Context: an optimization exercise on an open-source flow, tuned for small area and a short achievable clock period. The choices shown serve that exercise and are no tape-out recipe. RTL that was checked went through simulation tests only; none was proved equivalent to the original. For run 9, only the layout was checked, not whether the RTL still works. Power is estimated from default activity; no workload was simulated.

==> flow/design.v <==
package dq_pkg;
  localparam int FUNC_W = 3;
  localparam logic [FUNC_W-1:0] FUNC_PUSH_FRONT = 3'd0;
  localparam logic [FUNC_W-1:0] FUNC_PUSH_BACK  = 3'd1;
  localparam logic [FUNC_W-1:0] FUNC_POP_FRONT  = 3'd2;
  localparam logic [FUNC_W-1:0] FUNC_POP_BACK   = 3'd3;
  localparam logic [FUNC_W-1:0] FUNC_PEEK_FRONT = 3'd4;
  localparam logic [FUNC_W-1:0] FUNC_PEEK_BACK  = 3'd5;
  localparam logic [FUNC_W-1:0] FUNC_CLEAR      = 3'd6;
endpackage
module dq_cell #(
  parameter int DATA_WIDTH = 32
) (
  input  logic                  clk,
  input  logic                  we,
  input  logic [DATA_WIDTH-1:0] push_word,
  output logic [DATA_WIDTH-1:0] data
);
  always_ff @(posedge clk) begin
    if (we) begin
      data <= push_word;
    end
  end
endmodule
module double_ended_queue #(
  parameter int DEPTH      = 16,
  parameter int DATA_WIDTH = 32
) (
  input  logic clk,
  input  logic rst,
  input  logic s_tvalid,
  output logic s_tready,
  input  logic [((DATA_WIDTH+7)/8)*8-1:0] s_tdata,
  input  logic [dq_pkg::FUNC_W-1:0] s_tuser,
  output logic m_tvalid,
  input  logic m_tready,
  output logic [((DATA_WIDTH+3+$clog2(DEPTH+1)+7)/8)*8-1:0] m_tdata
);
  localparam int CNT_W     = $clog2(DEPTH + 1);
  localparam int PTR_W     = $clog2(DEPTH);
  localparam int RES_W     = DATA_WIDTH + 3 + CNT_W;
  localparam int M_TDATA_W = ((RES_W + 7) / 8) * 8;
  logic [dq_pkg::FUNC_W-1:0] func;
  logic                      accept;
  logic [CNT_W-1:0] count;
  logic [PTR_W-1:0] head;
  logic [PTR_W-1:0] tail;
  logic             empty;
  logic [CNT_W-1:0] count_next;
  logic             full;
  logic             ok_q;
  logic [DATA_WIDTH-1:0] peek_q;
  logic             peek_front;
  logic             peek_back;
  logic [DEPTH-1:0] head_oh;
  logic [DEPTH-1:0] tail_oh;
  logic [DEPTH-1:0] we;
  logic [DEPTH-1:0] rsel;
  logic [DATA_WIDTH-1:0] mem [DEPTH];
  logic [DATA_WIDTH-1:0] peek_word;
  assign func     = s_tuser;
  assign s_tready = !m_tvalid || m_tready;
  assign accept   = s_tvalid && s_tready;
  assign full  = count[CNT_W-1];
  assign peek_front = (func == dq_pkg::FUNC_PEEK_FRONT) && !empty;
  assign peek_back  = (func == dq_pkg::FUNC_PEEK_BACK) && !empty;
  always_comb begin
    for (int i = 0; i < DEPTH; i++) begin
      head_oh[i] = (head == PTR_W'(i));
      tail_oh[i] = (tail == PTR_W'(i));
    end
  end
  for (genvar i = 0; i < DEPTH; i++) begin : g_word
    assign we[i]   = !full && (head_oh[(i + 1) % DEPTH] || tail_oh[i]);
    assign rsel[i] = (peek_front && head_oh[i]) ||
                     (peek_back && tail_oh[(i + 1) % DEPTH]);
    dq_cell #(
      .DATA_WIDTH(DATA_WIDTH)
    ) u_cell (
      .clk      (clk),
      .we       (we[i]),
      .push_word(s_tdata[DATA_WIDTH-1:0]),
      .data     (mem[i])
    );
  end
  always_comb begin
    peek_word = '0;
    for (int i = 0; i < DEPTH; i++) begin
      peek_word = peek_word | (mem[i] & {DATA_WIDTH{rsel[i]}});
    end
  end
  always_comb begin
    count_next = count;
    case (func)
      dq_pkg::FUNC_PUSH_FRONT,
      dq_pkg::FUNC_PUSH_BACK:  if (!full) count_next = count + 1'b1;
      dq_pkg::FUNC_POP_FRONT,
      dq_pkg::FUNC_POP_BACK:   if (!empty) count_next = count - 1'b1;
      dq_pkg::FUNC_CLEAR:      count_next = '0;
      default: ;
    endcase
  end
  always_ff @(posedge clk) begin
    if (rst) begin
      count    <= '0;
      empty    <= 1'b1;
      tail     <= head;
      m_tvalid <= 1'b0;
    end else begin
      if (accept) begin
        count <= count_next;
        empty <= (count_next == '0);
        case (func)
          dq_pkg::FUNC_PUSH_FRONT: if (!full) head <= head - 1'b1;
          dq_pkg::FUNC_PUSH_BACK:  if (!full) tail <= tail + 1'b1;
          dq_pkg::FUNC_POP_FRONT:  if (!empty) head <= head + 1'b1;
          dq_pkg::FUNC_POP_BACK:   if (!empty) tail <= tail - 1'b1;
          dq_pkg::FUNC_CLEAR:      tail <= head;
          default: ;
        endcase
      end
      if (accept) begin
        m_tvalid <= 1'b1;
      end else if (m_tready) begin
        m_tvalid <= 1'b0;
      end
    end
  end
  always_ff @(posedge clk) begin
    if (s_tready) begin
      case (func)
        dq_pkg::FUNC_PUSH_FRONT,
        dq_pkg::FUNC_PUSH_BACK:  ok_q <= !full;
        dq_pkg::FUNC_POP_FRONT,
        dq_pkg::FUNC_POP_BACK,
        dq_pkg::FUNC_PEEK_FRONT,
        dq_pkg::FUNC_PEEK_BACK,
        dq_pkg::FUNC_CLEAR:      ok_q <= !empty;
        default:                 ok_q <= 1'b0;
      endcase
      peek_q <= peek_word;
    end
  end
  assign m_tdata = M_TDATA_W'({count, full, empty, peek_q, ok_q});
endmodule
==> flow/flow/run.sh <==
#!/bin/bash
cp standard.sh standard_sh.txt
export BUFFER_PORTS_ARGS="-buffer_cell sky130_fd_sc_hd__buf_2"
bash standard.sh > standard.log 2>&1
==> flow/standard.sh <==
#!/bin/bash
# synth_recipe.tcl (not shown) runs the flow's synth.tcl, then flattens the netlist and writes it again
# the make line also repeats each setting of config.mk as NAME=value (left out here)
make -C /OpenROAD-flow-scripts/flow DESIGN_CONFIG=/design/flow/config.mk WORK_HOME=/design/flow/orfs CLKGATE_MAP_FILE= SYNTH_SCRIPT=/design/flow/synth_recipe.tcl "${@:-finish}"
==> flow/config.mk <==
export PLATFORM = sky130hd
export DESIGN_NAME = double_ended_queue
export DESIGN_NICKNAME = double_ended_queue
export VERILOG_FILES = /design/flow/design.v
export SDC_FILE = /design/flow/constraint.sdc
export NUM_CORES = 4
export LEC_CHECK = 0
export ABC_AREA = 1
export CAP_MARGIN = 20
export CORE_MARGIN = 2
export CORE_UTILIZATION = 30
export CTS_BUF_LIST = sky130_fd_sc_hd__clkbuf_8
export CTS_CLUSTER_DIAMETER = 45
export CTS_CLUSTER_SIZE = 16
export SETUP_SLACK_MARGIN = 2.0
export SLEW_MARGIN = 20
==> flow/constraint.sdc <==
create_clock -name core_clock -period 4.5 [get_ports {clk}]
set_input_delay 0.9000 -clock core_clock [delete_from_list [all_inputs] [get_ports {clk}]]
set_output_delay 0.9000 -clock core_clock [all_outputs]
set_load 0.01 [all_outputs]
==> results of run 1 <==
## power groups by stage
stage	logic, mW	registers [mW]	clock network (mW)
floorplan	0.203	6.15	0
global placement	0.448	6.15	0
detailed placement	0.457	6.15	0
CTS	0.460	6.03	2.98
global route	0.509	6.05	3.17
finish	0.463	6.03	2.90
## logic make-up after synthesis
group | count (synthesis)
xor gates and xnor gates | 7
DFF | 560
and+or+nand+nor | 1171
buffers and inverters | 349
AOI/OAI and AO/OA | 43
adders and majority gates | 12
## area by class of cell
| type | count | area (µm²) | share of cell area, % |
|---|---|---|---|
| clock inverters | 31 | 248 | 0.955 |
| inverters | 291 | 1100 | 4.22 |
| repair buffers | 104 | 613 | 2.36 |
| multi-input cells | 1234 | 5270 | 20.3 |
| flip-flops and latches | 560 | 16700 | 64.5 |
| diodes | 2 | 5.00 | 0.0193 |
| clock buffers | 49 | 674 | 2.60 |
| well taps | 1040 | 1300 | 5.01 |
## flip-flops by register name, summed over array words and instances, names as in the netlist
register	count
head	4
ok_q	1
empty	1
peek_q	32
tail	4
g_word.u_cell.data	512
m_tvalid	1
count	5
## worst min path at each step
stage | start | to | slack (ps)
after floorplan | count[4]$_SDFFE_PP0P_ | count[4]$_SDFFE_PP0P_ | 570
after global placement | m_tvalid$_SDFFE_PP0P_ | m_tvalid$_SDFFE_PP0P_ | 620
after detailed placement | m_tvalid$_SDFFE_PP0P_ | m_tvalid$_SDFFE_PP0P_ | 620
after CTS | rst | m_tvalid$_SDFFE_PP0P_ | 430
after global routing | rst | m_tvalid$_SDFFE_PP0P_ | 450
final | rst | m_tvalid$_SDFFE_PP0P_ | 480
## layout by cell type, fill, tap and decap left out, types with 5 or more instances in the layout
cell type	instances
nand2_8	9
buf_2	80
nand3_1	19
clkinv_2	5
nor2_1	115
edfxtp_1	553
clkinv_1	7
xor2_1	7
o21a_2	5
nand2_4	9
nand4_1	6
dfxtp_1	7
inv_1	289
clkbuf_8	49
o21a_4	11
ha_1	12
nand2_1	1005
a21oi_1	5
buf_4	22
o21ai_0	18
## synth_stat cells, types with 2 or more instances
master    count  share of area, %
buf_4        37               1.2
nor2_1      116               1.9
o21a_1       16              0.52
clkbuf_1      2             0.032
nand3_1      20              0.43
buf_6        10              0.48
inv_1       286               4.6
edfxtp_1    553                71
o21ai_0      18              0.39
buf_2         9              0.19
a21oi_1       5              0.11
inv_2         4             0.065
xor2_1        7              0.26
nand2_2      10              0.27
dfxtp_1       7              0.60
ha_1         12              0.65
nand4_1       6              0.16
nand2_1    1013                16
## routing by layer
metal / wire [µm] / vias to the layer above
met4: 1540 / 8
li1: - / 6974
met1: 25200 / 6643
met2: 27100 / 394
met3: 3620 / 95
met5: 37 / -
## timing repair
action,4_1_cts,5_1_grt
pin swaps,0,1
gates cloned,0,1
gates resized for setup,15,24
setup endpoints to repair,87,212
setup buffers,0,5
## worst max-delay path: cells and delay by family (launching register included)
family	cells	cell delay (ps)
AO/OA/AOI/OAI	1	730
buffers and inverters	3	630
flip-flops	1	480
AND/OR/NAND/NOR	1	190
adder cells (fa/ha/maj)	1	170
==> metrics.cfg, run 1 <==
[floorplan]
coreArea_mm2=0.0771
die_h_um=282
io_pins=81
die_w_um=282
start_util_pct=30.2
die-area_mm2=0.0797
rows=102

[power_and_ir_drop]
p_int_mw=7.19
combPwrFrac_pct=4.9
clock_power_share_pct=30.9
ir_drop_v=0.000179
finalPower_mw=9.40
swShare_pct=23.5
power.density_mw_per_mm2=362
leakagePower_nw=10.4
p_switching_mw=2.20
p_seq_share_pct=64.2

[grt]
grt_first_pass_wirelength_um=84900
busiest_layer=met2
grt_use_met1_pct=18.9
grt.met2_usage_pct=24.2
gr-total-overflow=0
grt_max_degree=33
grt_usage_pct=14.3
grt_antenna_before_repair=6
grt_pass1_vias=13337
globalRouteMet3Util_pct=2.57

[logic_synthesis]
synth_cells=2142
yosys_warnings=3
netlist_area_mm2=0.0232
synth.avg_cell_area_um2=10.9
synth.mux.area_fraction_pct=0
yosysSeqAreaShare_pct=72.1
synth-seq-cells=560
synth-xor-area-share_pct=0.264
synthFlopType=edfxtp_1
synthSimpleGateAreaFrac_pct=19.3
synth_compound_area_share_pct=1.14
synthAdderAreaFrac_pct=0.646
syn-num-nets=2193
synth-edff-count=553
netlist-cell-type-count=29
synth_top_family_by_area=simple AND/OR/NAND/NOR gates
ys_async_sr_fraction_pct=0

[place]
gp_congestion=0.836
postPlaceCellArea_mm2=0.0247
port_buffers=80
dp_slack_ps=1390
dp.cells=3223
dp_hpwl_um=32600

[routing]
via_count=14114
detail_route.wl_per_cell_um=17.4
ant_nets=0
first_iter_violations=1249
drt_pre_antenna_iters=6
viasPerCell=4.26
drc_errors=0
drt-total-wl_um=57500

[critical_path]
reg2regPathDepth=6
r2r-end=g_word[10].u_cell.data[29]$_DFFE_PP_
endpoint=g_word[10].u_cell.data[29]$_DFFE_PP_
path_cells=inv_1, ha_1, inv_1, nor2_1, o21a_2, buf_4
r2r_setup_slack_ps=1960
path_max_fanout=22
start_kind=flip-flop
reg2reg_from=tail[0]$_DFFE_PP_
crit_type=reg2reg
cpMostUsedCell=inv_1
endpoint_kind=flip-flop
cp.arrival_ps=2890
cp_slowest_stage_delay_ps=730
crit_slowest_cell=o21a_2
critPathRequiredTime_ps=4850
cp-startpoint=tail[0]$_DFFE_PP_

[cts]
cts_buffers=49
clk_pin_slew_worst_paths_ps=100
cts_hold_buf=0
htree_levels=2
root_buffer=clkbuf_8
cts_buffer_depth=3
cts_sinks=560
cts_tree=done
worst_skew_pair.late_latency_ps=660

[timing]
rsz0062_at_grt=true
worst_slack_ps=1960
final_max_slew_viol_count=0
worst_hold_slack_ps=475
hold_viol=0
fin_tns_setup_ps=0
finalCritPeriodShare_pct=56.4
setup_viol=0
fin_skew_ps=31.4
relSlewSlack_pct=37.0
finalCriticalPeriod_ps=2540
worst_slew_pin_slew_ps=945
fmax_ghz=0.394

[cells_and_area]
fin_util_pct=33.7
final_cells=3311
fin_area_mm2=0.0259
final_nets=2291
drive_gt1_share_pct=9.70
fillers=7748
area_growth_pct=11.6

[flow_run]
cap_violations=0

[min_path]
hold_class=in2reg
whs_path_depth=2

[status]
status=finished clean

==> run 2: changes to the inputs <==
--- a/flow/config.mk
+++ b/flow/config.mk
@@ -5,10 +5,9 @@
 export SDC_FILE = /design/flow/constraint.sdc
 export NUM_CORES = 4
 export LEC_CHECK = 0
-export ABC_AREA = 1
 export CAP_MARGIN = 20
 export CORE_MARGIN = 2
-export CORE_UTILIZATION = 30
+export CORE_UTILIZATION = 45
 export CTS_BUF_LIST = sky130_fd_sc_hd__clkbuf_8
 export CTS_CLUSTER_DIAMETER = 45
 export CTS_CLUSTER_SIZE = 16
==> run 2 against run 1 <==
Compared with the run above: worst hold slack better by 42 ps; cell count fell by 40%; clock power rose by about 20%; total power increased by 6.7%; synthesized area decreased by 9.4%; count of clock-buffer cells in the layout rose by 7; global-route usage is 9.3 points higher; fmax is 2.1% higher; combinational power increased by 11%; die area fell by 39%; via count shrank 13%.
==> metrics.cfg, run 2 <==
[grt]
grt_usage_pct=23.7
grt_first_pass_wirelength_um=81600
grt.met2_usage_pct=38.4
gr-total-overflow=0
grt_antenna_before_repair=4
globalRouteMet3Util_pct=5.25
grt_max_degree=33
busiest_layer=met2
grt_pass1_vias=11875
grt_use_met1_pct=32.1

[cts]
cts_sinks=560
htree_levels=2
cts_buffers=55
cts_buffer_depth=3
clk_pin_slew_worst_paths_ps=90
cts_hold_buf=0
root_buffer=clkbuf_8
cts_tree=done
worst_skew_pair.late_latency_ps=690

[logic_synthesis]
synth_compound_area_share_pct=12.7
synthSimpleGateAreaFrac_pct=4.37
synth_top_area_cell=edfxtp_1
synth.avg_cell_area_um2=18.2
netlist-cell-type-count=49
yosysSeqAreaShare_pct=79.5
synth-xor-area-share_pct=0.333
yosys_warnings=3
synth_top_area_share_pct=78.8
syn-num-nets=1207
yosysMostFrequentCell=edfxtp_1
synth_cells=1156
synth.mux.area_fraction_pct=0.0951
synth.top_cells.by_count=edfxtp_1, a22oi_1, a221oi_1
ys_async_sr_fraction_pct=0
synthAdderAreaFrac_pct=0.713
synth-edff-count=553
synth_area_leaders=edfxtp_1, a22oi_1, a221oi_1
synth-seq-cells=560
netlist_area_mm2=0.0211
synth_top_family_by_area=compound AO/OA/AOI/OAI gates
synthFlopType=edfxtp_1

[routing]
viasPerCell=6.14
drt-total-wl_um=57300
ant_nets=0
via_count=12233
drc_errors=0
drt_pre_antenna_iters=5
detail_route.wl_per_cell_um=28.8
first_iter_violations=1308

[flow_run]
cap_violations=0

[cells_and_area]
layout_commonest_cell=edfxtp_1
regMostFlops=g_word.u_cell.data
top_regs=g_word.u_cell.data x512, peek_q x32, count x5
final_nets=1393
fin_util_pct=53.4
layout_common_cells=edfxtp_1, a22oi_1, buf_2
area_growth_pct=17.6
largest_reg_flops=512
drive_gt1_share_pct=25.6
final_cells=1991
fillers=3580

[power_and_ir_drop]
ir_drop_v=0.000256
leakagePower_nw=8.04
power.density_mw_per_mm2=405

[critical_path]
path_max_fanout=25
r2r-end=peek_q[6]$_DFFE_PN_
path_cells=buf_2, buf_8, or4b_4, buf_4, o22ai_4, buf_12, a22o_1, a221oi_1, and3_1, nand4_1
start_kind=primary input
crit_slowest_cell=or4b_4
cp_num_buf_inv=4
cp-startpoint=s_tuser[2]
worstSetupPathDepth=10
endpoint_kind=flip-flop
critPathRequiredTime_ps=5010
reg2regPathDepth=9
reg2reg_from=head[3]$_DFFE_PP_
crit_type=in2reg
cp.arrival_ps=3000
cp_slowest_stage_delay_ps=590
crit_family=simple AND/OR/NAND/NOR gates
endpoint=peek_q[15]$_DFFE_PN_
r2r_setup_slack_ps=2020

[timing]
final_max_slew_viol_count=0
setup_viol=0
fin_tns_setup_ps=0
worst_hold_slack_ps=517
finalCritPeriodShare_pct=55.3
hold_viol=0
fin_skew_ps=43.6
relSlewSlack_pct=25.3
fmax_ghz=0.402
worst_slew_pin_slew_ps=1120
finalCriticalPeriod_ps=2490
rsz0062_at_grt=true

[place]
gp_congestion=0.798
port_buffers=80
dp.cells=1822
dp_hpwl_um=29600

[floorplan]
die-area_mm2=0.0485
rows=79
io_pins=81
coreArea_mm2=0.0464
die_h_um=220
start_util_pct=45.4
die_w_um=220

[min_path]
hold_class=in2reg
whs_path_depth=3

[status]
status=finished clean

[run 2: cell count changes in the layout (fill, tap and decap cells not counted), sizes merged, moves of 72 or more]
cell,change
buf,+96
nand2,-997
a22oi,+111
a221oi,+73
a22o,+72
inv,-267
nor2,-101
[run 2: metal layers]
layer | vias to the layer above | routed length, µm | share of wire (%)
li1 | 5239 | - | -
met4 | 6 | 1750 | 3.1
met1 | 6329 | 23100 | 40
met3 | 110 | 4730 | 8.3
met5 | - | 40 | 0.070
met2 | 549 | 27700 | 48
[run 2: worst min path at each step]
stage                            endpoint  slack (ps)                                  from
global route        m_tvalid$_SDFFE_PP0P_         500                              s_tvalid
detailed placement   peek_q[23]$_DFFE_PN_         540  g_word[15].u_cell.data[23]$_DFFE_PP_
finish              m_tvalid$_SDFFE_PP0P_         520                              s_tvalid
CTS                 m_tvalid$_SDFFE_PP0P_         470                              s_tvalid
global placement    count[0]$_SDFFE_PP0P_         540                 count[0]$_SDFFE_PP0P_
floorplan            peek_q[23]$_DFFE_PN_         520   g_word[1].u_cell.data[23]$_DFFE_PP_
[run 2: what timing repair did]
| item | CTS | global route |
|---|---|---|
| cloned | 4 | 0 |
| buffers inserted | 50 | 16 |
| hold endpoints to repair | 0 | 0 |
| endpoints found under the setup margin | 309 | 235 |
| pin swaps | 20 | 5 |
| resized for setup | 18 | 28 |
[run 2: layout make-up]
type,count,area [µm²],area share (%)
diodes,1,2.50,0.0101
clock buffers,56,771,3.11
clock inverters,42,450,1.82
inverters,9,33.8,0.136
multi-input cells,516,4250,17.1
flip-flops and latches,560,16800,67.7
well taps,607,759,3.07
repair buffers,200,1740,7.05
[run 2: stage by stage]
stage	cell area (µm²)	total power [mW]	worst slack, ps
finish	24800	10.0	2010
global placement	22600	6.61	871
floorplan	21300	6.36	1520
global route	24800	10.3	1940
detailed placement	22600	6.62	868
CTS	24500	10.1	1870
[run 2: cell families after synthesis]
logic type               Yosys count
AO/OA/AOI/OAI                    330
XOR/XNOR                           8
adder cells (fa/ha/maj)           12
buffers and inverters             83
flip-flops                       560
multiplexers                       2
AND/OR/NAND/NOR                  161
[run 2: tightest hold or removal path, delay by kind of cell]
family	cells	cell delay (ps)
AO/OA/AOI/OAI	1	50
buffers and inverters	2	190
[run 2: power breakdown]
| part | switching [mW] | internal, mW |
|---|---|---|
| Combinational | 0.370 | 0.142 |
| Clock | 1.89 | 1.59 |
| Sequential | 0.0673 | 5.97 |
==> run 3: changes to the inputs <==
--- a/flow/config.mk
+++ b/flow/config.mk
@@ -7,9 +7,10 @@
 export LEC_CHECK = 0
 export CAP_MARGIN = 20
 export CORE_MARGIN = 2
-export CORE_UTILIZATION = 45
+export CORE_UTILIZATION = 50
 export CTS_BUF_LIST = sky130_fd_sc_hd__clkbuf_8
 export CTS_CLUSTER_DIAMETER = 45
 export CTS_CLUSTER_SIZE = 16
+export PLACE_DENSITY = 0.7
 export SETUP_SLACK_MARGIN = 2.0
 export SLEW_MARGIN = 20
==> run 3 against run 2 <==
Compared with the run above: fmax rose by 0.21%; clock skew decreased by 18 ps; utilization is 5.6 points higher; worst setup slack improved by 5.1 ps; critical path depth is 2 lower; wire length decreased by 2.2%; global-route usage rose by 1.7 points; worst hold slack improved by 5.4 ps; synthesized cell count did not move; clock power shrank 9.2%; cell count down 3.5%; largest power group unchanged.
==> metrics.cfg, run 3 <==
[status]
status=finished clean

[timing]
finalCriticalPeriod_ps=2480
rsz0062_at_grt=true
fin_tns_setup_ps=0
relSlewSlack_pct=36.2
final_max_slew_viol_count=0
worst_slew_pin_slew_ps=956
fmax_ghz=0.403
setup_viol=0
fin_skew_ps=25.3
finalCritPeriodShare_pct=55.2
hold_viol=0

[routing]
via_count=12419
drt-total-wl_um=56000
drt_pre_antenna_iters=5
first_iter_violations=1611
viasPerCell=6.46
drc_errors=0
ant_nets=0
detail_route.wl_per_cell_um=29.2

[logic_synthesis]
synth_cells=1156
synth_area_leaders=edfxtp_1, a22oi_1, a221oi_1
synth.top_cells.by_count=edfxtp_1, a22oi_1, a221oi_1
yosys_warnings=3
synth.avg_cell_area_um2=18.2
syn-num-nets=1207
yosysSeqAreaShare_pct=79.5
synth-seq-cells=560
ys_async_sr_fraction_pct=0
yosysMostFrequentCell=edfxtp_1
synth-xor-area-share_pct=0.333
synth_top_family_by_area=compound AO/OA/AOI/OAI gates
synth_top_area_cell=edfxtp_1
synthAdderAreaFrac_pct=0.713
netlist_area_mm2=0.0211
synth_compound_area_share_pct=12.7
synth_top_area_share_pct=78.8
netlist-cell-type-count=49
synth-edff-count=553
synthSimpleGateAreaFrac_pct=4.37
synthFlopType=edfxtp_1
synth.mux.area_fraction_pct=0.0951

[floorplan]
rows=75
start_util_pct=50.4
die_h_um=209
die_w_um=209
die-area_mm2=0.0438
io_pins=81
coreArea_mm2=0.0418

[cells_and_area]
layout_commonest_cell=edfxtp_1
final_cells=1921
top_regs=g_word.u_cell.data x512, peek_q x32, count x5
regMostFlops=g_word.u_cell.data
fillers=2998
drive_gt1_share_pct=26.4
fin_area_mm2=0.0246
largest_reg_flops=512
layout_common_cells=edfxtp_1, a22oi_1, buf_4
final_nets=1399
area_growth_pct=16.9

[cts]
worst_skew_pair.late_latency_ps=670
cts_sinks=560
root_buffer=clkbuf_8
cts_tree=done
clk_pin_slew_worst_paths_ps=90
cts_buffers=53
cts_buffer_depth=3
htree_levels=2

[critical_path]
cp_num_buf_inv=2
critPathRequiredTime_ps=5010
endpoint_kind=flip-flop
cp-startpoint=tail[3]$_DFFE_PP_
cp_slowest_stage_delay_ps=530
reg2reg_from=tail[3]$_DFFE_PP_
crit_type=reg2reg
path_max_fanout=26
cp.arrival_ps=3000
start_kind=flip-flop
crit_family=simple AND/OR/NAND/NOR gates
crit_slowest_cell=edfxtp_1
path_cells=buf_4, nor2_1, nand2_1, o22ai_4, buf_12, a22o_1, a221oi_1, nand4_1

[grt]
grt_usage_pct=25.3
gr-total-overflow=0
grt_pass1_vias=11804
grt_max_degree=33
grt_antenna_before_repair=2
grt_first_pass_wirelength_um=79500

[place]
gp_congestion=0.795
postPlaceCellArea_mm2=0.0224
dp_hpwl_um=28200
port_buffers=80
dp.cells=1739

[power_and_ir_drop]
finalPower_mw=9.73
leakagePower_nw=8.00
power.density_mw_per_mm2=395
ir_drop_v=0.000208

[min_path]
hold_start=s_tvalid
hold_class=in2reg

[flow_run]
cap_violations=0

run 3: power breakdown:
part / switching [mW] / internal (mW)
clock: 1.84 / 1.32
sequential: 0.0736 / 5.97
combinational: 0.372 / 0.155
run 3: cell type report:
type / instances / area, µm² / share of cell area, %
clock buffer: 54 / 743 / 3.02
multi-input combinational: 517 / 4320 / 17.5
tap: 539 / 674 / 2.74
antenna: 1 / 2.50 / 0.0102
clock inverter: 34 / 342 / 1.39
sequential: 560 / 16800 / 68.0
inverter: 9 / 33.8 / 0.137
timing repair buffer: 207 / 1760 / 7.15
run 3: path summary, 6_finish.rpt:
path | endpoint | slack, ps | cells after the start
worst max-delay path | peek_q[19]$_DFFE_PN_ | 2020 | 8
worst min-delay path | m_tvalid$_SDFFE_PP0P_ | 520 | 3
worst max register to register | peek_q[19]$_DFFE_PN_ | 2020 | 8
worst min register to register | count[0]$_SDFFE_PP0P_ | 550 | 2
run 3: repair_timing:
item / 4_1_cts / 5_1_grt
cloned: 5 / 1
pin swaps: 22 / 10
endpoints found under the setup margin: 353 / 77
hold buffers: 0 / 0
buffers inserted: 58 / 29
resized for setup: 24 / 29
run 3: cells by family (layout without fill, tap and decap cells):
| kind of cell | Yosys count | in the layout |
|---|---|---|
| xor gates and xnor gates | 8 | 8 |
| DFF | 560 | 560 |
| AOI/OAI and AO/OA | 330 | 332 |
| and+or+nand+nor | 161 | 163 |
| buffers and inverters | 83 | 304 |
| adders and majority gates | 12 | 12 |
| muxes | 2 | 2 |
| other | 0 | 1 |
run 3: worst min-delay path: cells and delay by family:
kind | cells | cell delay [ps]
AO/OA/AOI/OAI | 1 | 50
buffers and inverters | 2 | 180
run 3: stage by stage:
step	setup slack (ps)	utilization [%]	hold WS (ps)
floorplan	1520	-	524
global placement	601	53.6	527
detailed placement	589	53.6	539
CTS	1860	58.0	486
global route	1930	59.0	526
finish	2020	59.0	522
run 3: per-layer routing:
| layer | vias to the layer above | GRT usage (%) | wire length, µm |
|---|---|---|---|
| li1 | 5254 | - | - |
| met1 | 6318 | 34.8 | 21800 |
| met2 | 729 | 40.6 | 26600 |
| met4 | 2 | 9.90 | 2140 |
| met5 | - | 0 | 14 |
| met3 | 116 | 4.72 | 5530 |
==> run 4: changes to the inputs <==
--- a/flow/config.mk
+++ b/flow/config.mk
@@ -7,10 +7,10 @@
 export LEC_CHECK = 0
 export CAP_MARGIN = 20
 export CORE_MARGIN = 2
-export CORE_UTILIZATION = 50
+export CORE_UTILIZATION = 30
 export CTS_BUF_LIST = sky130_fd_sc_hd__clkbuf_8
 export CTS_CLUSTER_DIAMETER = 45
 export CTS_CLUSTER_SIZE = 16
-export PLACE_DENSITY = 0.7
-export SETUP_SLACK_MARGIN = 2.0
+export SETUP_SLACK_MARGIN = 2.3
 export SLEW_MARGIN = 20
+export TNS_END_PERCENT = 5
==> run 4 against run 3 <==
Compared with the run above: combinational power grew 4%; die area grew 65%; register-to-register slack lost 50 ps; via count grew 1.7%; worst hold slack lost 22 ps; wire length grew 9.0%; clock power grew 13%; sequential power is essentially flat.
==> metrics.cfg, run 4 <==
[status]
status=finished clean

[logic_synthesis]
synth-edff-count=553
synth_cells=1156
synth_area_leaders=edfxtp_1, a22oi_1, a221oi_1
synth.avg_cell_area_um2=18.2
syn-num-nets=1207
synth-seq-cells=560
yosys_warnings=3
ys_async_sr_fraction_pct=0
synth_top_area_share_pct=78.8
synth.top_cells.by_count=edfxtp_1, a22oi_1, a221oi_1
netlist_area_mm2=0.0211
yosysSeqAreaShare_pct=79.5
synthFlopType=edfxtp_1
synth_top_area_cell=edfxtp_1
yosysMostFrequentCell=edfxtp_1
netlist-cell-type-count=49

[timing]
setup_viol=0
fin_tns_setup_ps=0
finalCritPeriodShare_pct=56.2
rsz0062_at_grt=true
fmax_ghz=0.395
worst_slew_pin_slew_ps=1060
relSlewSlack_pct=28.9
final_max_slew_viol_count=0
hold_viol=0
finalCriticalPeriod_ps=2530
fin_skew_ps=49.6

[critical_path]
path_cells=buf_4, nand3b_1, a21oi_4, buf_12
cp_slowest_stage_delay_ps=890
cp-startpoint=head[3]$_DFFE_PP_
endpoint_kind=flip-flop
crit_slowest_cell=a21oi_4
cp.arrival_ps=2920
crit_type=reg2reg
start_kind=flip-flop
reg2reg_from=head[3]$_DFFE_PP_
reg2regPathDepth=4
r2r_setup_slack_ps=1970
endpoint=g_word[6].u_cell.data[4]$_DFFE_PP_
path_max_fanout=18
r2r-end=g_word[6].u_cell.data[4]$_DFFE_PP_
critPathRequiredTime_ps=4890

[grt]
grt_antenna_before_repair=4
grt_max_degree=33
grt_first_pass_wirelength_um=88700
grt_usage_pct=16.9
grt_pass1_vias=12792
gr-total-overflow=0

[place]
port_buffers=80
dp_hpwl_um=31200
gp_congestion=0.775
dp.cells=2146

[floorplan]
rows=97
die_w_um=269
io_pins=81
coreArea_mm2=0.0698
die-area_mm2=0.0723
start_util_pct=30.2
die_h_um=269

[routing]
drc_errors=0
viasPerCell=5.27
detail_route.wl_per_cell_um=25.5
via_count=12636
first_iter_violations=1205
drt-total-wl_um=61000
drt_pre_antenna_iters=6
ant_nets=0

[cells_and_area]
layout_commonest_cell=edfxtp_1
area_growth_pct=25.3
fin_util_pct=37.8
drive_gt1_share_pct=31.7
final_nets=1461
layout_common_cells=edfxtp_1, buf_4, a22oi_1
final_cells=2396
top_regs=g_word.u_cell.data x512, peek_q x32, count x5
largest_reg_flops=512
regMostFlops=g_word.u_cell.data

[power_and_ir_drop]
power.density_mw_per_mm2=385
ir_drop_v=0.000260
leakagePower_nw=8.57
finalPower_mw=10.2

[cts]
htree_levels=2
cts_buffers=58
cts_buffer_depth=3
root_buffer=clkbuf_8
cts_sinks=560
worst_skew_pair.late_latency_ps=730
cts_hold_buf=0
cts_tree=done
clk_pin_slew_worst_paths_ps=80

[min_path]
hold_class=in2reg

[flow_run]
cap_violations=0

run 4: cell counts after synthesis:
Identical to the previous run, type by type.
run 4: critical path, delay by kind of cell, from the launching register on:
family                 cells  cell delay (ps)
AOI/OAI and AO/OA          1              890
DFF                        1              570
buffers and inverters      2              500
and+or+nand+nor            1              260
run 4: worst min path at each step:
stage	start	cells after the start	slack (ps)	end
after detailed placement	count[0]$_SDFFE_PP0P_	2	540	count[0]$_SDFFE_PP0P_
after CTS	s_tvalid	3	460	m_tvalid$_SDFFE_PP0P_
after floorplan	g_word[15].u_cell.data[17]$_DFFE_PP_	2	520	peek_q[17]$_DFFE_PN_
final	s_tvalid	3	500	m_tvalid$_SDFFE_PP0P_
after global placement	count[0]$_SDFFE_PP0P_	2	510	count[0]$_SDFFE_PP0P_
after global routing	s_tvalid	3	490	m_tvalid$_SDFFE_PP0P_
run 4: logic make-up after synthesis:
kind of cell | after synthesis | share of synthesized area [%]
compound gates | 330 | 12.7
mux | 2 | 0.0951
simple gates | 161 | 4.37
xor+xnor | 8 | 0.333
buf+inv | 83 | 2.31
flops | 560 | 79.5
fa+ha+maj | 12 | 0.713
run 4: layer usage:
| layer | wire length [µm] | GRT usage [%] |
|---|---|---|
| met5 | 13 | 0 |
| met3 | 4120 | 3.11 |
| met1 | 24100 | 21.3 |
| met4 | 2150 | 6.02 |
| met2 | 30700 | 29.1 |
run 4: power by group:
| part | internal [mW] | leakage [nW] | total [mW] | switching (mW) |
|---|---|---|---|---|
| sequential | 5.97 | 5.21 | 6.03 | 0.0651 |
| combinational | 0.163 | 2.70 | 0.546 | 0.383 |
| clock | 1.57 | 0.650 | 3.58 | 2.01 |
| total | 7.70 | 8.57 | 10.2 | 2.46 |
run 4: final cells by class:
cell class | count | area (µm²)
repair buffers | 266 | 2630
multi-input cells | 515 | 4490
inverters | 9 | 33.8
clock buffers | 58 | 798
well taps | 940 | 1180
fillers | 6303 | 43400
clock inverters | 45 | 499
diodes | 3 | 7.51
flip-flops and latches | 560 | 16800
run 4: through the flow:
stage                     hold WS (ps)  setup WS [ps]  cell area, µm²
after floorplan                    524           1920           21200
after global placement             514            566           22900
after detailed placement           539            521           22900
after CTS                          458           1870           26300
after global routing               495           1890           26400
final                              500           1970           26400
run 4: repair_timing:
action / 4_1_cts / 5_1_grt
setup buffers: 118 / 10
gates resized for setup: 138 / 0
endpoints found under the setup margin: 516 / 378
cloned: 16 / 0
pin swaps: 60 / 2
==> run 5: changes to the inputs <==
--- a/flow/config.mk
+++ b/flow/config.mk
@@ -11,6 +11,5 @@
 export CTS_BUF_LIST = sky130_fd_sc_hd__clkbuf_8
 export CTS_CLUSTER_DIAMETER = 45
 export CTS_CLUSTER_SIZE = 16
-export SETUP_SLACK_MARGIN = 2.3
+export SETUP_SLACK_MARGIN = 2.15
 export SLEW_MARGIN = 20
-export TNS_END_PERCENT = 5
==> run 5 against run 4 <==
Compared with the run above: total power decreased by 5.7%; utilization shrank 0.49 points; design area fell by 1.3%; sequential power is essentially flat; clock skew down 4.7 ps; first-iteration DRC count up 25%; fmax grew 2.7%; synthesized area unchanged; wire length up 0.41%; worst hold slack worse by 11 ps; clock power shrank 16%; critical path type unchanged.
==> metrics.cfg, run 5 <==
[status]
status=finished clean

[critical_path]
reg2reg_from=head[1]$_DFFE_PP_
path_max_fanout=6
r2r_setup_slack_ps=2040
reg2regPathDepth=9
crit_type=reg2reg
endpoint=peek_q[22]$_DFFE_PN_
cp.arrival_ps=2870
endpoint_kind=flip-flop
critPathRequiredTime_ps=4910
start_kind=flip-flop
cp-startpoint=head[1]$_DFFE_PP_
r2r-end=peek_q[22]$_DFFE_PN_

[floorplan]
io_pins=81
rows=97
die-area_mm2=0.0723
die_w_um=269
die_h_um=269
start_util_pct=30.2
coreArea_mm2=0.0698

[cts]
root_buffer=clkbuf_8
cts_hold_buf=0
cts_tree=done
cts_buffer_depth=3
cts_sinks=560
worst_skew_pair.late_latency_ps=700
htree_levels=2
cts_buffers=50
clk_pin_slew_worst_paths_ps=100

[power_and_ir_drop]
ir_drop_v=0.000185
p_seq_share_pct=63.1
leakagePower_nw=8.34
combPwrFrac_pct=5.6
p_int_mw=7.29
p_switching_mw=2.29
power.density_mw_per_mm2=368
clock_power_share_pct=31.3
swShare_pct=23.9

[cells_and_area]
fillers=6381
top_regs=g_word.u_cell.data x512, peek_q x32, count x5
final_nets=1435
area_growth_pct=23.7
fin_util_pct=37.3
fin_area_mm2=0.0261
layout_common_cells=edfxtp_1, buf_4, a22oi_1
largest_reg_flops=512
regMostFlops=g_word.u_cell.data
drive_gt1_share_pct=32.1
layout_commonest_cell=edfxtp_1

[grt]
grt.met2_usage_pct=27.7
grt_max_degree=33
busiest_layer=met2
globalRouteMet3Util_pct=3.19
grt_first_pass_wirelength_um=86200
grt_antenna_before_repair=3
gr-total-overflow=0
grt_usage_pct=16.5
grt_pass1_vias=12271
grt_use_met1_pct=21.4

[routing]
viasPerCell=5.33
via_count=12542
detail_route.wl_per_cell_um=26.1
drt-total-wl_um=61300
drc_errors=0
ant_nets=0
first_iter_violations=1509
drt_pre_antenna_iters=5

[logic_synthesis]
yosys_warnings=3
synthFlopType=edfxtp_1
synth_cells=1156
synth-seq-cells=560
netlist_area_mm2=0.0211
synth.avg_cell_area_um2=18.2
synth.top_cells.by_count=edfxtp_1, a22oi_1, a221oi_1
syn-num-nets=1207
synth-edff-count=553
ys_async_sr_fraction_pct=0
yosysMostFrequentCell=edfxtp_1
yosysSeqAreaShare_pct=79.5
netlist-cell-type-count=49
synth_top_area_cell=edfxtp_1
synth_area_leaders=edfxtp_1, a22oi_1, a221oi_1
synth_top_area_share_pct=78.8

[place]
gp_congestion=0.771
dp_slack_ps=850
dp_hpwl_um=30200
port_buffers=80
postPlaceCellArea_mm2=0.0229

[timing]
setup_viol=0
relSlewSlack_pct=46.7
hold_viol=0
finalCriticalPeriod_ps=2460
fmax_ghz=0.406
fin_tns_setup_ps=0
finalCritPeriodShare_pct=54.7
final_max_slew_viol_count=0
fin_skew_ps=45.0
worst_slack_ps=2040
worst_slew_pin_slew_ps=798
rsz0062_at_grt=true

[min_path]
hold_class=in2reg

[flow_run]
cap_violations=0

run 5: cell families after synthesis:
kind of cell / share of synthesized area [%]
buf+inv: 2.31
compound gates: 12.7
simple gates: 4.37
xor+xnor: 0.333
flops: 79.5
fa+ha+maj: 0.713
mux: 0.0951
run 5: worst min path at each step:
stage / depth (start not counted) / slack, ps / startpoint / to
3_5_place_dp: 2 / 520 / count[0]$_SDFFE_PP0P_ / count[0]$_SDFFE_PP0P_
5_1_grt: 3 / 500 / s_tvalid / m_tvalid$_SDFFE_PP0P_
2_1_floorplan: 2 / 520 / g_word[1].u_cell.data[23]$_DFFE_PP_ / peek_q[23]$_DFFE_PN_
3_3_place_gp: 2 / 520 / count[0]$_SDFFE_PP0P_ / count[0]$_SDFFE_PP0P_
4_1_cts: 3 / 470 / s_tvalid / m_tvalid$_SDFFE_PP0P_
6_report: 3 / 490 / s_tvalid / m_tvalid$_SDFFE_PP0P_
run 5: layout make-up:
cell class	instances	area (µm²)	share of cell area [%]
sequential	560	16800	64.3
clock buffer	50	688	2.64
antenna	2	5.00	0.0192
tap	940	1180	4.51
multi-input combinational	518	4730	18.1
clock inverter	29	283	1.09
inverter	9	38.8	0.149
timing repair buffer	245	2380	9.13
run 5: what timing repair did:
action	CTS	global route
cloned	14	6
pin swaps	51	56
resized for setup	91	69
endpoints found under the setup margin	338	93
setup buffers	83	25
run 5: per-stage QoR:
| stage | power (mW) | instances | hold WS [ps] |
|---|---|---|---|
| after floorplan | 6.36 | 1156 | 524 |
| after global placement | 6.60 | 2144 | 517 |
| after detailed placement | 6.62 | 2144 | 525 |
| after CTS | 9.62 | 2320 | 471 |
| after global routing | 9.88 | 2352 | 503 |
| final | 9.58 | 2353 | 489 |
run 5: critical path, cell delays in order (launching register included):
cell      delay, ps
edfxtp_1        430
buf_6           140
buf_6           120
ha_4            180
buf_4           160
a32o_4          370
buf_4           200
a221oi_2        270
and3_1          220
nand4_1          90
run 5: layer usage:
layer	part of all wire, %	vias up
li1	-	5327
met1	40	6544
met2	49	544
met3	7.5	125
met4	3.4	2
met5	0.021	-
run 5: power groups by stage:
stage	clock, mW	sequential [mW]	combinational (mW)
floorplan	0	6.15	0.209
global placement	0	6.16	0.438
detailed placement	0	6.17	0.448
CTS	3.07	6.04	0.516
global route	3.24	6.06	0.571
finish	3.00	6.04	0.536
==> run 6: changes to the inputs <==
--- a/flow/config.mk
+++ b/flow/config.mk
@@ -11,5 +11,5 @@
 export CTS_BUF_LIST = sky130_fd_sc_hd__clkbuf_8
 export CTS_CLUSTER_DIAMETER = 45
 export CTS_CLUSTER_SIZE = 16
-export SETUP_SLACK_MARGIN = 2.15
+export SETUP_SLACK_MARGIN = 1.8
 export SLEW_MARGIN = 20
==> run 6 against run 5 <==
Compared with the run above: still clean on timing, DRC and antenna; count of clock-buffer cells in the layout fell by 1; combinational power fell by 8.2%; non-clock buffer count fell by 74; global-route usage fell by 1.1 points; utilization fell by 2.5 points; worst hold slack improved by 41 ps; critical path depth fell by 4; synthesized area did not move; sequential cell count did not move; synthesized cell count did not move.
==> metrics.cfg, run 6 <==
[logic_synthesis]
ys_async_sr_fraction_pct=0
synth.top_cells.by_count=edfxtp_1, a22oi_1, a221oi_1
yosysMostFrequentCell=edfxtp_1
yosys_warnings=3
netlist_area_mm2=0.0211
synth-seq-cells=560
synth_top_area_cell=edfxtp_1
synth_cells=1156
synth_top_area_share_pct=78.8
netlist-cell-type-count=49
synth.avg_cell_area_um2=18.2
synth-edff-count=553
yosysSeqAreaShare_pct=79.5
syn-num-nets=1207
synthFlopType=edfxtp_1
synth_area_leaders=edfxtp_1, a22oi_1, a221oi_1

[cells_and_area]
fin_util_pct=34.8
final_nets=1355
layout_common_cells=edfxtp_1, a22oi_1, buf_2
final_cells=2271
area_growth_pct=15.4
layout_commonest_cell=edfxtp_1
top_regs=g_word.u_cell.data x512, peek_q x32, count x5
regMostFlops=g_word.u_cell.data
largest_reg_flops=512
fillers=6476
drive_gt1_share_pct=21.1

[routing]
detail_route.wl_per_cell_um=24.9
ant_nets=0
drc_errors=0
drt-total-wl_um=56500
via_count=11998
first_iter_violations=1424
viasPerCell=5.28
drt_pre_antenna_iters=5

[power_and_ir_drop]
ir_drop_v=0.000185
p_int_mw=7.27
leakagePower_nw=7.66
p_switching_mw=2.15
clock_power_share_pct=30.6
swShare_pct=22.9
p_seq_share_pct=64.1
combPwrFrac_pct=5.2
power.density_mw_per_mm2=388

[critical_path]
path_cells=inv_1, ha_1, nand3_1, a21oi_4, buf_4
r2r_setup_slack_ps=1860
cp_slowest_stage_delay_ps=670
start_kind=flip-flop
critPathRequiredTime_ps=4810
endpoint_kind=flip-flop
cp.arrival_ps=2950
reg2regPathDepth=5
worstSetupPathDepth=5
path_max_fanout=20
crit_slowest_cell=a21oi_4
crit_type=reg2reg
crit_family=buffers and inverters
cp_num_buf_inv=2

[cts]
clk_pin_slew_worst_paths_ps=90
cts_buffers=47
worst_skew_pair.late_latency_ps=670
cts_buffer_depth=3
root_buffer=clkbuf_8
cts_sinks=560
htree_levels=2
cts_tree=done

[grt]
gr-total-overflow=0
grt_pass1_vias=11613
grt_first_pass_wirelength_um=80300
grt_antenna_before_repair=6
grt_usage_pct=15.3
grt_max_degree=37

[floorplan]
die-area_mm2=0.0723
coreArea_mm2=0.0698
die_h_um=269
start_util_pct=30.2
rows=97
die_w_um=269
io_pins=81

[timing]
relSlewSlack_pct=30.5
fin_skew_ps=28.6
hold_viol=0
fmax_ghz=0.379
finalCritPeriodShare_pct=58.7
finalCriticalPeriod_ps=2640
worst_slew_pin_slew_ps=1040
fin_tns_setup_ps=0
setup_viol=0
final_max_slew_viol_count=0
rsz0062_at_grt=false

[place]
dp.cells=2151
port_buffers=80
dp_hpwl_um=30500
gp_congestion=0.780

[min_path]
hold_class=in2reg
whs_path_depth=3

[flow_run]
cap_violations=0

[status]
status=finished clean

[run 6: changes by cell type in the layout (fill, tap and decap cells not counted), sizes merged, moves of 2 or more]
cell,before,now
clkinv,14,10
clkinvlp,3,1
buf,238,171
bufbuf,2,0
clkbuf,55,49
[run 6: worst min-delay path, delay by kind of cell]
family                 cells  cell delay [ps]
AO/OA/AOI/OAI              1               50
buffers and inverters      2              180
[run 6: area by class of cell]
type	count	area [µm²]	share of cell area (%)
Sequential cell	560	16800	68.9
Multi-Input combinational cell	515	4130	17.0
Timing Repair Buffer	171	1310	5.38
Tap cell	940	1180	4.84
Clock buffer	49	674	2.77
Clock inverter	25	230	0.947
Inverter	9	33.8	0.139
Antenna cell	2	5.00	0.0206
[run 6: final timing paths]
| check | start | end |
|---|---|---|
| worst min-delay path | s_tvalid | m_tvalid$_SDFFE_PP0P_ |
| worst max-delay path | tail[0]$_DFFE_PP_ | g_word[14].u_cell.data[18]$_DFFE_PP_ |
| worst max register to register | tail[0]$_DFFE_PP_ | g_word[14].u_cell.data[18]$_DFFE_PP_ |
| worst min register to register | count[0]$_SDFFE_PP0P_ | count[0]$_SDFFE_PP0P_ |
[run 6: kinds of logic after synthesis]
| group | after synthesis | synth area share (%) |
|---|---|---|
| compound gates | 330 | 12.7 |
| xor+xnor | 8 | 0.333 |
| fa+ha+maj | 12 | 0.713 |
| buf+inv | 83 | 2.31 |
| flops | 560 | 79.5 |
| mux | 2 | 0.0951 |
| simple gates | 161 | 4.37 |
[run 6: power by group through the flow]
stage | Combinational (mW) | Clock (mW) | Sequential, mW
floorplan | 0.201 | 0 | 6.15
global placement | 0.437 | 0 | 6.17
detailed placement | 0.447 | 0 | 6.17
CTS | 0.459 | 2.94 | 6.05
global route | 0.526 | 3.11 | 6.06
finish | 0.492 | 2.89 | 6.04
[run 6: metrics by stage]
stage	hold WS [ps]	power (mW)	worst slack [ps]	area (µm²)
after floorplan	524	6.35	1830	21100
after global placement	516	6.60	825	22900
after detailed placement	528	6.62	772	22900
after CTS	495	9.45	1700	24000
after global routing	536	9.70	1760	24300
final	529	9.42	1860	24300
[run 6: per-layer routing]
| metal | wire length (µm) | GRT usage, % |
|---|---|---|
| met2 | 27400 | 25.3 |
| met5 | 30 | 0 |
| met4 | 1240 | 4.68 |
| met3 | 4340 | 3.64 |
| met1 | 23500 | 20.0 |
[run 6: timing repair]
action | 4_1_cts | 5_1_grt
pin swaps | 5 | 7
gates resized for setup | 3 | 5
setup buffers | 9 | 33
setup endpoints to repair | 80 | 164
hold buffers | 0 | 0
cloned | 1 | 1
==> run 7: changes to the inputs <==
--- a/flow/config.mk
+++ b/flow/config.mk
@@ -5,11 +5,12 @@
 export SDC_FILE = /design/flow/constraint.sdc
 export NUM_CORES = 4
 export LEC_CHECK = 0
+export ABC_CLOCK_PERIOD_IN_PS = 1200
 export CAP_MARGIN = 20
 export CORE_MARGIN = 2
 export CORE_UTILIZATION = 30
 export CTS_BUF_LIST = sky130_fd_sc_hd__clkbuf_8
 export CTS_CLUSTER_DIAMETER = 45
 export CTS_CLUSTER_SIZE = 16
-export SETUP_SLACK_MARGIN = 1.8
+export SETUP_SLACK_MARGIN = 2.0
 export SLEW_MARGIN = 20
==> run 7 against run 6 <==
Compared with the run above: design area is 2.4% higher; combinational power is 3% higher; total power is 3.4% higher; sequential share of layout area is 1.6 points lower; first-iteration DRC count is 8.8% lower; cell count is 1.3% higher; critical path depth is 2 higher; synthesized cell count stayed put; worst hold slack worse by 38 ps; count of clock-buffer cells in the layout is 1 higher; wire length is 0.81% lower.
==> metrics.cfg, run 7 <==
[status]
status=finished clean

[power_and_ir_drop]
power.density_mw_per_mm2=391
p_seq_share_pct=62.0
combPwrFrac_pct=5.2
clock_power_share_pct=32.9
p_int_mw=7.50
p_switching_mw=2.24
swShare_pct=23.0
ir_drop_v=0.000200
leakagePower_nw=7.89

[logic_synthesis]
yosysSeqAreaShare_pct=79.5
synth_top_area_share_pct=78.8
synthFlopType=edfxtp_1
netlist-cell-type-count=49
synth_cells=1156
synth.avg_cell_area_um2=18.2
ys_async_sr_fraction_pct=0
synth.top_cells.by_count=edfxtp_1, a22oi_1, a221oi_1
syn-num-nets=1207
yosysMostFrequentCell=edfxtp_1
synth_area_leaders=edfxtp_1, a22oi_1, a221oi_1
synth-edff-count=553
yosys_warnings=3
netlist_area_mm2=0.0211
synth-seq-cells=560
synth_top_area_cell=edfxtp_1

[cells_and_area]
layout_common_cells=edfxtp_1, a22oi_1, buf_4
regMostFlops=g_word.u_cell.data
layout_commonest_cell=edfxtp_1
final_nets=1376
largest_reg_flops=512
drive_gt1_share_pct=25.0
fin_area_mm2=0.0249
fin_util_pct=35.7
top_regs=g_word.u_cell.data x512, peek_q x32, count x5
area_growth_pct=18.2

[routing]
first_iter_violations=1298
drc_errors=0
via_count=11860
dr.max_layer_used=met5
wl_met3_um=3910
drt_pre_antenna_iters=7
drt-met1-wl_um=23200
drt-total-wl_um=56000
ant_nets=0
dr_wl_met2_um=27600
viasPerCell=5.15
detail_route.wl_per_cell_um=24.4

[timing]
hold_viol=0
worst_slack_ps=2040
finalCriticalPeriod_ps=2460
worst_slew_pin_slew_ps=848
fin_tns_setup_ps=0
fmax_ghz=0.407
final_max_slew_viol_count=0
rsz0062_at_grt=true
relSlewSlack_pct=43.4
fin_skew_ps=35.6
setup_viol=0
finalCritPeriodShare_pct=54.6

[critical_path]
endpoint_kind=flip-flop
start_kind=primary input
crit_type=in2reg
path_max_fanout=22
cp.arrival_ps=2990
critPathRequiredTime_ps=5040

[grt]
grt_usage_pct=15.3
grt_antenna_before_repair=4
grt_max_degree=37
grt_first_pass_wirelength_um=81100
grt_pass1_vias=11933
gr-total-overflow=0

[place]
gp_congestion=0.751
port_buffers=80
dp_hpwl_um=30600
dp_slack_ps=638
postPlaceCellArea_mm2=0.0229

[min_path]
hold_class=in2reg

[floorplan]
start_util_pct=30.2
die_w_um=269
rows=97
coreArea_mm2=0.0698
die-area_mm2=0.0723
die_h_um=269
io_pins=81

[cts]
worst_skew_pair.late_latency_ps=690
root_buffer=clkbuf_8
cts_sinks=560
clk_pin_slew_worst_paths_ps=100
cts_buffer_depth=3
cts_buffers=50
cts_tree=done
htree_levels=2

[flow_run]
cap_violations=0

-- run 7: cell counts after synthesis --
Identical to the previous run, type by type.
-- run 7: worst paths after layout --
check | startpoint | endpoint | slack (ps) | cells past startpoint
worst max register to register | tail[0]$_DFFE_PP_ | peek_q[26]$_DFFE_PN_ | 2060 | 8
worst max-delay path | s_tuser[1] | peek_q[7]$_DFFE_PN_ | 2040 | 7
worst min register to register | count[0]$_SDFFE_PP0P_ | count[0]$_SDFFE_PP0P_ | 550 | 2
worst min-delay path | s_tvalid | m_tvalid$_SDFFE_PP0P_ | 490 | 3
-- run 7: per-layer routing --
layer	GRT usage [%]	vias to the layer above
li1	-	5186
met1	19.9	6159
met2	25.8	419
met3	3.35	90
met4	4.46	6
met5	0	-
-- run 7: cell type report --
cell class                      count  area [µm²]
Sequential cell                   560       16800
Clock buffer                       50         688
Fill cell                        6518       44900
Tap cell                          940        1180
Clock inverter                     36         383
Antenna cell                        2        5.00
Timing Repair Buffer              189        1570
Multi-Input combinational cell    515        4290
Inverter                            9        33.8
-- run 7: kinds of logic (layout without fill, tap and decap cells) --
group	Yosys count	in the layout	share of synthesized area [%]
xor+xnor	8	8	0.333
simple gates	161	162	4.37
flops	560	560	79.5
fa+ha+maj	12	12	0.713
buf+inv	83	284	2.31
mux	2	2	0.0951
compound gates	330	331	12.7
other cells	0	2	0
-- run 7: power groups by stage --
stage,clock network (mW),logic (mW),registers (mW)
after global routing,3.46,0.543,6.06
after detailed placement,0,0.445,6.17
final,3.20,0.505,6.04
after CTS,3.27,0.494,6.04
after global placement,0,0.435,6.16
after floorplan,0,0.206,6.15
-- run 7: timing repair --
item / 4_1_cts / 5_1_grt
pin swaps: 19 / 8
endpoints found under the hold margin: 0 / 0
setup buffers: 48 / 18
hold buffers: 0 / 0
endpoints found under the setup margin: 298 / 88
gates cloned: 2 / 1
resized for setup: 21 / 36
-- run 7: per-stage QoR --
| stage | total power [mW] | hold slack, ps | cells |
|---|---|---|---|
| after global placement | 6.60 | 527 | 2144 |
| after detailed placement | 6.62 | 535 | 2144 |
| after floorplan | 6.36 | 524 | 1156 |
| final | 9.74 | 491 | 2301 |
| after CTS | 9.80 | 446 | 2280 |
| after global routing | 10.1 | 484 | 2299 |
-- run 7: worst max-delay path: stages --
cell and delay [ps]:
clkbuf_4 220, or4b_4 700, o22ai_4 480, buf_4 290, a22oi_1 110, and3_1 180
nand4_1 80
==> run 8: changes to the inputs <==
--- a/flow/config.mk
+++ b/flow/config.mk
@@ -5,7 +5,6 @@
 export SDC_FILE = /design/flow/constraint.sdc
 export NUM_CORES = 4
 export LEC_CHECK = 0
-export ABC_CLOCK_PERIOD_IN_PS = 1200
 export CAP_MARGIN = 20
 export CORE_MARGIN = 2
 export CORE_UTILIZATION = 30
==> run 8 against run 7 <==
Compared with the run above: still clean; sequential power hardly changed; total power unchanged; clock skew did not move; worst hold slack did not move; design area unchanged; critical path type unchanged; critical endpoint unchanged; largest cell class unchanged.
==> metrics.cfg, run 8 <==
[critical_path]
endpoint_kind=flip-flop
critPathRequiredTime_ps=5040
crit_type=in2reg
cp.arrival_ps=2990
path_max_fanout=22
start_kind=primary input

[logic_synthesis]
synthSimpleGateAreaFrac_pct=4.37
ys_async_sr_fraction_pct=0
synth.avg_cell_area_um2=18.2
synth_compound_area_share_pct=12.7
syn-num-nets=1207
synth-edff-count=553
synthFlopType=edfxtp_1
netlist-cell-type-count=49
synthAdderAreaFrac_pct=0.713
synth-xor-area-share_pct=0.333
synth_cells=1156
synth.mux.area_fraction_pct=0.0951
yosys_warnings=3
synth_area_leaders=edfxtp_1, a22oi_1, a221oi_1
yosysMostFrequentCell=edfxtp_1
synth.top_cells.by_count=edfxtp_1, a22oi_1, a221oi_1
yosysSeqAreaShare_pct=79.5
synth_top_family_by_area=compound AO/OA/AOI/OAI gates
synth_top_area_cell=edfxtp_1
synth-seq-cells=560
synth_top_area_share_pct=78.8
netlist_area_mm2=0.0211

[floorplan]
rows=97
start_util_pct=30.2
die_w_um=269
coreArea_mm2=0.0698
io_pins=81
die-area_mm2=0.0723
die_h_um=269

[routing]
ant_nets=0
drt_pre_antenna_iters=7
viasPerCell=5.15
drc_errors=0
first_iter_violations=1298
via_count=11860
detail_route.wl_per_cell_um=24.4
drt-total-wl_um=56000

[cells_and_area]
layout_commonest_cell=edfxtp_1
final_cells=2301
regMostFlops=g_word.u_cell.data
top_regs=g_word.u_cell.data x512, peek_q x32, count x5
largest_reg_flops=512
final_nets=1376
fin_util_pct=35.7
layout_common_cells=edfxtp_1, a22oi_1, buf_4
area_growth_pct=18.2
drive_gt1_share_pct=25.0

[min_path]
hold_class=in2reg

[timing]
relSlewSlack_pct=43.4
setup_viol=0
final_max_slew_viol_count=0
fin_skew_ps=35.6
rsz0062_at_grt=true
finalCriticalPeriod_ps=2460
worst_slew_pin_slew_ps=848
worst_hold_slack_ps=491
fin_tns_setup_ps=0
finalCritPeriodShare_pct=54.6
fmax_ghz=0.407
hold_viol=0

[cts]
cts_tree=done
cts_buffer_depth=3
htree_levels=2
cts_buffers=50
worst_skew_pair.late_latency_ps=690
root_buffer=clkbuf_8
cts_sinks=560
clk_pin_slew_worst_paths_ps=100

[status]
status=finished clean

[grt]
grt_usage_pct=15.3
gr-total-overflow=0
grt_pass1_vias=11933
grt_max_degree=37
grt_antenna_before_repair=4
grt_first_pass_wirelength_um=81100

[flow_run]
cap_violations=0

[place]
dp_hpwl_um=30600
port_buffers=80
gp_congestion=0.751
dp.cells=2144

[power_and_ir_drop]
leakagePower_nw=7.89
power.density_mw_per_mm2=391
finalPower_mw=9.74
ir_drop_v=0.000200

==> run 8: logic make-up after synthesis <==
group	count (synthesis)
flops	560
compound gates	330
simple gates	161
buf+inv	83
fa+ha+maj	12
xor+xnor	8
mux	2
==> run 8: power breakdown <==
| group | leakage, nW | switching, mW | internal (mW) | total, mW |
|---|---|---|---|---|
| clock | 0.558 | 1.81 | 1.40 | 3.20 |
| combinational | 2.12 | 0.365 | 0.140 | 0.505 |
| sequential | 5.21 | 0.0683 | 5.97 | 6.04 |
==> run 8: worst max-delay path: stages <==
cell and delay [ps]:
clkbuf_4 220, or4b_4 700, o22ai_4 480, buf_4 290, a22oi_1 110, and3_1 180
nand4_1 80
==> run 8: what timing repair did <==
item / CTS / global route
pin swaps: 19 / 8
buffers inserted: 48 / 18
cloned: 2 / 1
endpoints found under the setup margin: 298 / 88
resized for setup: 21 / 36
hold buffers: 0 / 0
==> run 8: path summary, 6_finish.rpt <==
kind / from / end / cells after the start / slack (ps)
setup / recovery: s_tuser[1] / peek_q[7]$_DFFE_PN_ / 7 / 2040
hold / removal: s_tvalid / m_tvalid$_SDFFE_PP0P_ / 3 / 490
setup reg to reg: tail[0]$_DFFE_PP_ / peek_q[26]$_DFFE_PN_ / 8 / 2060
hold reg to reg: count[0]$_SDFFE_PP0P_ / count[0]$_SDFFE_PP0P_ / 2 / 550
==> run 8: cell type report <==
cell class                      instances  area, µm²
Inverter                                9       33.8
Tap cell                              940       1180
Multi-Input combinational cell        515       4290
Sequential cell                       560      16800
Fill cell                            6518      44900
Antenna cell                            2       5.00
Clock buffer                           50        688
Clock inverter                         36        383
Timing Repair Buffer                  189       1570
==> run 8: routing by layer <==
metal / track usage, % / wire [µm] / vias to the layer above
li1: - / - / 5186
met1: 19.9 / 23200 / 6159
met2: 25.8 / 27600 / 419
met3: 3.35 / 3910 / 90
met4: 4.46 / 1310 / 6
met5: 0 / 33 / -
==> run 8: metrics by stage <==
stage / worst slack, ps / area [µm²]
after global placement: 691 / 22900
after global routing: 1960 / 24900
final: 2040 / 24900
after CTS: 1850 / 24600
after detailed placement: 638 / 22900
after floorplan: 1520 / 21300
==> run 9: changes to the inputs <==
--- a/flow/design.v
+++ b/flow/design.v
@@ -50,8 +50,7 @@
   logic             full;
   logic             ok_q;
   logic [DATA_WIDTH-1:0] peek_q;
-  logic             peek_front;
-  logic             peek_back;
+  logic             peek_ok;
   logic [DEPTH-1:0] head_oh;
   logic [DEPTH-1:0] tail_oh;
   logic [DEPTH-1:0] we;
@@ -62,8 +61,7 @@
   assign s_tready = !m_tvalid || m_tready;
   assign accept   = s_tvalid && s_tready;
   assign full  = count[CNT_W-1];
-  assign peek_front = (func == dq_pkg::FUNC_PEEK_FRONT) && !empty;
-  assign peek_back  = (func == dq_pkg::FUNC_PEEK_BACK) && !empty;
+  assign peek_ok = (func[dq_pkg::FUNC_W-1:1] == dq_pkg::FUNC_PEEK_FRONT[dq_pkg::FUNC_W-1:1]) && !empty;
   always_comb begin
     for (int i = 0; i < DEPTH; i++) begin
       head_oh[i] = (head == PTR_W'(i));
@@ -72,8 +70,7 @@
   end
   for (genvar i = 0; i < DEPTH; i++) begin : g_word
     assign we[i]   = !full && (head_oh[(i + 1) % DEPTH] || tail_oh[i]);
-    assign rsel[i] = (peek_front && head_oh[i]) ||
-                     (peek_back && tail_oh[(i + 1) % DEPTH]);
+    assign rsel[i] = peek_ok && (func[0] ? tail_oh[(i + 1) % DEPTH] : head_oh[i]);
     dq_cell #(
       .DATA_WIDTH(DATA_WIDTH)
     ) u_cell (
==> run 9 against run 8 <==
Compared with the run above: still clean; via count rose by 6.3%; sequential share of layout area fell by 1.1 points; sequential cell count did not move; clock power rose by 2%; largest power group unchanged; highest routed layer unchanged.
==> metrics.cfg, run 9 <==
[timing]
rsz0062_at_grt=true
final_max_slew_viol_count=0
finalCriticalPeriod_ps=2500
setup_viol=0
worst_slew_pin_slew_ps=1040
finalCritPeriodShare_pct=55.5
fin_tns_setup_ps=0
relSlewSlack_pct=29.7
fin_skew_ps=37.5
fmax_ghz=0.401
hold_viol=0

[cts]
cts_buffers=51
root_buffer=clkbuf_8
cts_buffer_depth=3
htree_levels=2
clk_pin_slew_worst_paths_ps=90
cts_sinks=560
cts_tree=done
cts_hold_buf=0
worst_skew_pair.late_latency_ps=690

[cells_and_area]
top_regs=g_word.u_cell.data x512, peek_q x32, count x5
layout_commonest_cell=edfxtp_1
drive_gt1_share_pct=27.1
largest_reg_flops=512
area_growth_pct=19.1
final_nets=1398
regMostFlops=g_word.u_cell.data
layout_common_cells=edfxtp_1, a22o_1, buf_4

[routing]
ant_nets=0
detail_route.wl_per_cell_um=27.4
drc_errors=0
drt_pre_antenna_iters=5
via_count=12602
drt-total-wl_um=63600
viasPerCell=5.43
first_iter_violations=1469

[power_and_ir_drop]
leakagePower_nw=8.24
power.density_mw_per_mm2=391
ir_drop_v=0.000224
finalPower_mw=9.89

[logic_synthesis]
syn-num-nets=1203
synth_top_area_cell=edfxtp_1
synth.top_cells.by_count=edfxtp_1, a22o_1, a221oi_1
synth_area_leaders=edfxtp_1, a22o_1, a221oi_1
netlist_area_mm2=0.0213
netlist-cell-type-count=54
yosysMostFrequentCell=edfxtp_1
synth_cells=1149
synthFlopType=edfxtp_1
synth.avg_cell_area_um2=18.5
synth-seq-cells=560
yosys_warnings=3
synth-edff-count=553
yosysSeqAreaShare_pct=78.7
ys_async_sr_fraction_pct=0
synth_top_area_share_pct=78.1

[critical_path]
start_kind=flip-flop
path_max_fanout=9
endpoint_kind=flip-flop
crit_type=reg2reg
critPathRequiredTime_ps=4880
cp.arrival_ps=2880

[grt]
grt.met2_usage_pct=28.8
grt_pass1_vias=12377
grt_first_pass_wirelength_um=91000
grt_max_degree=34
gr-total-overflow=0
grt_use_met1_pct=21.6
grt_usage_pct=17.1
busiest_layer=met2
grt_antenna_before_repair=5
globalRouteMet3Util_pct=3.19

[status]
status=finished clean

[floorplan]
die_h_um=270
die-area_mm2=0.0730
start_util_pct=30.3
io_pins=81
rows=97
coreArea_mm2=0.0701
die_w_um=270

[place]
port_buffers=80
gp_congestion=0.781
dp_hpwl_um=32500

[flow_run]
cap_violations=0

[min_path]
hold_class=in2reg

## run 9: cell families after synthesis
kind of cell / share of synthesized area (%)
AOI/OAI and AO/OA: 13.3
xor gates and xnor gates: 0.288
adders and majority gates: 0.882
buffers and inverters: 2.26
DFF: 78.7
muxes: 0.141
and+or+nand+nor: 4.39
## run 9: critical path, stage by stage, from the launching register on
cell	delay, ps
edfxtp_1	520
buf_4	190
ha_2	240
nand4b_1	170
a21oi_4	110
buf_4	200
a22o_1	250
a221oi_2	290
nand4_1	230
## run 9: power by group
group / switching (mW) / leakage (nW) / internal, mW
sequential: 0.0789 / 5.21 / 5.97
clock: 1.84 / 0.572 / 1.44
combinational: 0.402 / 2.45 / 0.163
total: 2.32 / 8.24 / 7.58
## run 9: per-layer routing
metal,share of wire [%],routed length [µm]
met1,39,24900
met2,49,31100
met3,8.0,5060
met4,4.1,2590
met5,0.025,16
## run 9: final timing paths
path | from | endpoint | slack [ps] | depth (start not counted)
hold / removal | s_tvalid | m_tvalid$_SDFFE_PP0P_ | 500 | 3
hold reg to reg | g_word[15].u_cell.data[10]$_DFFE_PP_ | peek_q[10]$_DFFE_PN_ | 560 | 2
setup / recovery | tail[1]$_DFFE_PP_ | peek_q[20]$_DFFE_PN_ | 2000 | 8
setup reg to reg | tail[1]$_DFFE_PP_ | peek_q[20]$_DFFE_PN_ | 2000 | 8
## run 9: area by class of cell
type | instances | area (µm²)
fillers | 6591 | 44800
diodes | 4 | 10.0
well taps | 940 | 1180
clock inverters | 32 | 388
flip-flops and latches | 560 | 16800
clock buffers | 52 | 716
inverters | 13 | 48.8
multi-input cells | 504 | 4510
repair buffers | 214 | 1730
## run 9: metrics by stage
stage / util [%] / worst slack, ps / instances / instance area (µm²) / hold slack (ps)
6_report: 36.1 / 2000 / 2319 / 25300 / 501
5_1_grt: 36.1 / 1930 / 2316 / 25300 / 500
4_1_cts: 35.9 / 1990 / 2306 / 25200 / 464
3_5_place_dp: 32.9 / 667 / 2139 / 23100 / 541
3_3_place_gp: 32.9 / 675 / 2138 / 23100 / 539
2_1_floorplan: - / 1570 / 1149 / 21300 / 524
## run 9: repair_timing
item,CTS,global route
endpoints found under the hold margin,0,0
gates resized for setup,30,16
endpoints found under the setup margin,441,64
pin swaps,27,2
cloned,8,0
buffers inserted,75,9

## re-timing with driven ports
The results above use ideal ports. As a check the final layouts listed here were re-extracted and re-timed, cells and wires unchanged.
Step 1: set_driving_cell puts a clkbuf_16 on clk and a buf_2 on each other input, an assumption about the parent block.
Step 2, shift: input delay + t, output delay - t, t = (earliest + latest rising clock arrival at the registers) / 2. This alone moves slack from input paths to output paths.
Three values: no drivers, after step 1, after step 2; two values: the first two.
run	shift t [ns]	setup WS [ns]	hold WS [ns]	worst setup path after step 2
run 1	0.702	1.961 / 1.961 / 1.624	0.475 / 0.448 / 0.626	input to register
run 2	0.720	2.012 / 2.017 / 1.318	0.517 / 0.484 / 0.549	input to register
run 3	0.705	2.017 / 2.017 / 1.344	0.522 / 0.497 / 0.548	input to register
run 4	0.752	1.971 / 1.971 / 1.257	0.500 / 0.470 / 0.548	input to register
run 5	0.738	2.038 / 2.038 / 1.362	0.489 / 0.459 / 0.553	input to register
run 6	0.706	1.860 / 1.860 / 1.223	0.529 / 0.498 / 0.533	input to register
run 7	0.720	2.043 / 2.059 / 1.350	0.491 / 0.462 / 0.551	input to register
run 8	0.720	2.043 / 2.059 / 1.350	0.491 / 0.462 / 0.551	input to register
run 9	0.722	2.003 / 2.003 / 1.426	0.501 / 0.465 / 0.559	input to register
After both steps every run listed still meets setup and hold. The setup slack of run 4, which loses most, moves by 0.000 ns with the drivers and by -0.714 ns with both steps.
